What follows belongs to an exercise in optimizing a design on an open flow for a short achievable clock period and few clock cycles; a production flow would make more cautious choices. In this exercise RTL edits were held to simulation tests only and were not proved equivalent to the original. Power and IR drop assume default switching activity.

==> module reg_file, before the edit <==
module reg_file #(
  parameter bit ZERO_ON_RESET = 1'b1
) (
  input  logic        clk,
  input  logic        reset,
  input  logic [4:0]  ra_i,
  input  logic [4:0]  rb_i,
  input  logic [31:0] wd_i,
  input  logic        we_i,
  input  logic [31:1] wsel_i,   
  output logic [31:0] rda_o,
  output logic [31:0] rdb_o
);
  logic [31:0] r_q [1:31];
  logic [31:0] r_rd [32];
  always_ff @(posedge clk)
    for (int i = 1; i < 32; i++)
      if (reset && ZERO_ON_RESET) r_q[i] <= '0;
      else if (we_i && wsel_i[i]) r_q[i] <= wd_i;
  always_comb begin
    r_rd[0] = '0;
    for (int i = 1; i < 32; i++) r_rd[i] = r_q[i];
    rda_o = r_rd[ra_i];
    rdb_o = r_rd[rb_i];
  end
endmodule
==> module mc_processor, before the edit <==
module mc_processor
#(
  parameter logic [31:0] RESET_ADDR         = 32'h0000_0000,
  parameter bit          ZERO_REGS_ON_RESET = 1'b1
) (
  input  logic        clk,
  input  logic        reset,
  output logic [31:0] inst_addr,
  output logic        inst_req,
  input  logic [31:0] instr,
  input  logic        inst_ready,
  output logic [31:0] data_addr,
  output logic [31:0] data_in,
  output logic        mem_read,
  output logic        mem_write,
  input  logic [31:0] data_out,
  input  logic        mem_ready,
  output logic        retire,
  output logic        halted
);
  logic [31:0] pc_q;
  logic        halted_q;
  logic        x_v, x_ill, x_cbr, x_lw, x_sw, x_we;
  logic        x_sub, x_and, x_or, x_slt;
  logic        fa, fb, ld_use;
  logic [4:0]  x_dest;
  logic [31:0] x_a, x_b, x_s, x_tgt, x_pc;
  logic        w_v, w_ill, w_rd, w_wr, w_we;
  logic [4:0]  w_dest;
  logic [31:1] w_wsel;
  logic [31:0] w_res, w_sd;
  logic        d_legal, d_j, d_beq, d_lw, d_sw, d_imm, d_urs, d_urt, d_we;
  logic        d_sub, d_and, d_or, d_slt;
  logic [4:0]  d_dest, rs, rt;
  logic [31:0] rf_a, rf_b, wb_data, byp_a, byp_b, sext, pc4, btgt, jtgt;
  logic [30:0] bsum;
  logic        adv, mp, stop, f_ok, issue, d_ubr, w_wen;
  mc_control u_dec (
    .instr_i(instr), .legal_o(d_legal), .j_o(d_j), .beq_o(d_beq), .lw_o(d_lw), .sw_o(d_sw),
    .imm_o(d_imm), .use_rs_o(d_urs), .use_rt_o(d_urt), .we_o(d_we), .dest_o(d_dest),
    .sub_o(d_sub), .and_o(d_and), .or_o(d_or), .slt_o(d_slt)
  );
  assign rs = instr[25:21];
  assign rt = instr[20:16];
  reg_file #(.ZERO_ON_RESET(ZERO_REGS_ON_RESET)) u_rf (
    .clk(clk), .reset(reset), .ra_i(rs), .rb_i(rt),
    .wd_i(wb_data), .we_i(w_wen), .wsel_i(w_wsel), .rda_o(rf_a), .rdb_o(rf_b)
  );
  logic [31:0] alu_y;
  alu u_alu (.sub_i(x_sub), .and_i(x_and), .or_i(x_or), .slt_i(x_slt), .a_i(x_a), .b_i(x_b), .y_o(alu_y));
  always_comb begin
    adv     = !((w_rd || w_wr) && !mem_ready);
    mp      = x_v && x_cbr && x_a == x_b;
    stop    = halted_q || (x_v && x_ill) || w_ill;
    f_ok    = inst_ready && !stop;
    ld_use  = x_v && x_lw && x_we && ((d_urs && rs == x_dest) || (d_urt && rt == x_dest));
    issue   = f_ok && !mp && !ld_use;
    fa      = x_v && x_we && rs == x_dest;
    fb      = x_v && x_we && rt == x_dest;
    d_ubr   = d_beq && rs == rt;
    w_wen   = w_we && adv;
    wb_data = w_rd ? data_out : w_res;
    byp_a   = w_we && rs == w_dest ? wb_data : rf_a;
    byp_b   = w_we && rt == w_dest ? wb_data : rf_b;
    sext    = {{16{instr[15]}}, instr[15:0]};
    pc4     = pc_q + 32'd4;
    bsum    = {pc_q[31:2], 1'b1} + {sext[29:0], 1'b1};
    btgt    = {bsum[30:1], 2'b00};
    jtgt    = {pc4[31:28], instr[25:0], 2'b00};
  end
  always_ff @(posedge clk)
    if (reset) begin
      pc_q     <= RESET_ADDR;
      halted_q <= 1'b0;
      x_v      <= 1'b0;
      w_v      <= 1'b0;
      w_ill    <= 1'b0;
      w_rd     <= 1'b0;
      w_wr     <= 1'b0;
      w_we     <= 1'b0;
    end else if (!adv) begin
      if (x_v) pc_q <= x_pc;
      x_v <= 1'b0;
    end else begin
      if (mp)             pc_q <= x_tgt;
      else if (issue)     pc_q <= d_j ? jtgt : d_ubr ? btgt : pc4;
      x_v   <= issue;
      w_v   <= x_v;
      w_ill <= x_v && x_ill;
      w_rd  <= x_v && x_lw;
      w_wr  <= x_v && x_sw;
      w_we  <= x_v && x_we;
      if (x_v && x_ill) halted_q <= 1'b1;
    end
  always_ff @(posedge clk) begin
    x_ill  <= !d_legal;
    x_cbr  <= d_beq && !d_ubr;
    x_lw   <= d_lw;
    x_sw   <= d_sw;
    x_we   <= d_we;
    x_dest <= d_dest;
    x_sub  <= d_sub;
    x_and  <= d_and;
    x_or   <= d_or;
    x_slt  <= d_slt;
    x_a    <= fa ? alu_y : byp_a;
    x_b    <= d_imm ? sext : fb ? alu_y ^ {32{d_sub}} : byp_b ^ {32{d_sub}};
    x_s    <= fb ? alu_y : byp_b;
    x_tgt  <= btgt;
    x_pc   <= pc_q;
  end
  always_ff @(posedge clk)
    if (adv) begin
      w_dest <= x_dest;
      for (int i = 1; i < 32; i++) w_wsel[i] <= x_dest == 5'(i);
      w_res  <= alu_y;
      w_sd   <= x_s;
    end
  always_comb begin
    inst_addr = pc_q;
    inst_req  = !halted_q;
    data_addr = w_res;
    data_in   = w_sd;
    mem_read  = w_rd;
    mem_write = w_wr;
    retire    = w_v && !w_ill && adv;
    halted    = halted_q;
  end
endmodule
make LEC_CHECK=0 ABC_CLOCK_PERIOD_IN_PS=2500 CAP_MARGIN=20 CORE_MARGIN=2 CORE_UTILIZATION=40 SETUP_SLACK_MARGIN=3.0 SLEW_MARGIN=20 finish   # period 6.0 ns
run.sh (not shown) runs the stock make flow with config.mk's settings and CLKGATE_MAP_FILE= SYNTH_SCRIPT=/design/flow/synth_recipe.tcl, a recipe that flattens the netlist after the stock synthesis.
Testbench counts at the start, summed over its fixed seeds: cycles 26,819.
Then changed:
--- a/flow/design.v
+++ b/flow/design.v
@@ -30,20 +30,20 @@
   input  logic        clk,
   input  logic        reset,
   input  logic [4:0]  ra_i,
   input  logic [4:0]  rb_i,
+  input  logic [4:0]  wa_i,
   input  logic [31:0] wd_i,
   input  logic        we_i,
-  input  logic [31:1] wsel_i,   
   output logic [31:0] rda_o,
   output logic [31:0] rdb_o
 );
   logic [31:0] r_q [1:31];
   logic [31:0] r_rd [32];
   always_ff @(posedge clk)
     for (int i = 1; i < 32; i++)
       if (reset && ZERO_ON_RESET) r_q[i] <= '0;
-      else if (we_i && wsel_i[i]) r_q[i] <= wd_i;
+      else if (we_i && wa_i == 5'(i)) r_q[i] <= wd_i;
   always_comb begin
     r_rd[0] = '0;
     for (int i = 1; i < 32; i++) r_rd[i] = r_q[i];
     rda_o = r_rd[ra_i];
@@ -120,12 +120,11 @@
   logic        x_v, x_ill, x_cbr, x_lw, x_sw, x_we;
   logic        x_sub, x_and, x_or, x_slt;
   logic        fa, fb, ld_use;
   logic [4:0]  x_dest;
-  logic [31:0] x_a, x_b, x_s, x_tgt, x_pc;
+  logic [31:0] x_a, x_b, x_s, x_tgt;
   logic        w_v, w_ill, w_rd, w_wr, w_we;
   logic [4:0]  w_dest;
-  logic [31:1] w_wsel;
   logic [31:0] w_res, w_sd;
   logic        d_legal, d_j, d_beq, d_lw, d_sw, d_imm, d_urs, d_urt, d_we;
   logic        d_sub, d_and, d_or, d_slt;
   logic [4:0]  d_dest, rs, rt;
@@ -140,9 +139,9 @@
   assign rs = instr[25:21];
   assign rt = instr[20:16];
   reg_file #(.ZERO_ON_RESET(ZERO_REGS_ON_RESET)) u_rf (
     .clk(clk), .reset(reset), .ra_i(rs), .rb_i(rt),
-    .wd_i(wb_data), .we_i(w_wen), .wsel_i(w_wsel), .rda_o(rf_a), .rdb_o(rf_b)
+    .wa_i(w_dest), .wd_i(wb_data), .we_i(w_wen), .rda_o(rf_a), .rdb_o(rf_b)
   );
   logic [31:0] alu_y;
   alu u_alu (.sub_i(x_sub), .and_i(x_and), .or_i(x_or), .slt_i(x_slt), .a_i(x_a), .b_i(x_b), .y_o(alu_y));
   always_comb begin
@@ -169,48 +168,42 @@
     if (reset) begin
       pc_q     <= RESET_ADDR;
       halted_q <= 1'b0;
       x_v      <= 1'b0;
+      x_ill    <= 1'b0;
       w_v      <= 1'b0;
       w_ill    <= 1'b0;
       w_rd     <= 1'b0;
       w_wr     <= 1'b0;
       w_we     <= 1'b0;
-    end else if (!adv) begin
-      if (x_v) pc_q <= x_pc;
-      x_v <= 1'b0;
-    end else begin
+    end else if (adv) begin
       if (mp)             pc_q <= x_tgt;
       else if (issue)     pc_q <= d_j ? jtgt : d_ubr ? btgt : pc4;
       x_v   <= issue;
+      x_ill <= !d_legal;
       w_v   <= x_v;
       w_ill <= x_v && x_ill;
       w_rd  <= x_v && x_lw;
       w_wr  <= x_v && x_sw;
       w_we  <= x_v && x_we;
       if (x_v && x_ill) halted_q <= 1'b1;
     end
-  always_ff @(posedge clk) begin
-    x_ill  <= !d_legal;
-    x_cbr  <= d_beq && !d_ubr;
-    x_lw   <= d_lw;
-    x_sw   <= d_sw;
-    x_we   <= d_we;
-    x_dest <= d_dest;
-    x_sub  <= d_sub;
-    x_and  <= d_and;
-    x_or   <= d_or;
-    x_slt  <= d_slt;
-    x_a    <= fa ? alu_y : byp_a;
-    x_b    <= d_imm ? sext : fb ? alu_y ^ {32{d_sub}} : byp_b ^ {32{d_sub}};
-    x_s    <= fb ? alu_y : byp_b;
-    x_tgt  <= btgt;
-    x_pc   <= pc_q;
-  end
   always_ff @(posedge clk)
     if (adv) begin
+      x_cbr  <= d_beq && !d_ubr;
+      x_lw   <= d_lw;
+      x_sw   <= d_sw;
+      x_we   <= d_we;
+      x_dest <= d_dest;
+      x_sub  <= d_sub;
+      x_and  <= d_and;
+      x_or   <= d_or;
+      x_slt  <= d_slt;
+      x_a    <= fa ? alu_y : byp_a;
+      x_b    <= d_imm ? sext : fb ? alu_y ^ {32{d_sub}} : byp_b ^ {32{d_sub}};
+      x_s    <= fb ? alu_y : byp_b;
+      x_tgt  <= btgt;
       w_dest <= x_dest;
-      for (int i = 1; i < 32; i++) w_wsel[i] <= x_dest == 5'(i);
       w_res  <= alu_y;
       w_sd   <= x_s;
     end
   always_comb begin
The new run finished with timing, DRC and antenna clean.
Flip-flop and latch count went down by 65.
Total power shrinks by a few percent.
Cell count is lower slightly.
Die area is lower slightly.
Utilization came out higher by 1.3 points.
Final area climbs slightly.
Clock-buffer cell count shrinks by 22.
Global-route usage rises by 1.5 points.
Area after synthesis falls slightly.
Testbench counts after the change, summed over its fixed seeds: cycles 26,819.

re-timing with driven ports:
How much do the figures lean on ideal ports? The routed layouts below were timed once more, with nothing changed but the port constraints.
Step 1: set_driving_cell puts a clkbuf_16 on clk and a buf_2 on each other input, an assumption about the parent block.
Step 2 also shifts input and output timing later by t, the mid clock arrival at the registers, as if the neighbouring blocks saw the same clock.
a / b / c = ideal / step 1 / step 2; a / b = the first two.
run	shift t [ns]	setup slack, ns	worst slew at a driven data input, ns
the first run	0.923	2.541 / 2.495 / 1.571	0.14
the second run	0.923	2.525 / 2.355 / 1.432	0.30
After both steps setup and hold are still met in every run listed. For the second run, which loses most, drivers alone change the setup slack by -0.170 ns; drivers and shift together by -1.093 ns.
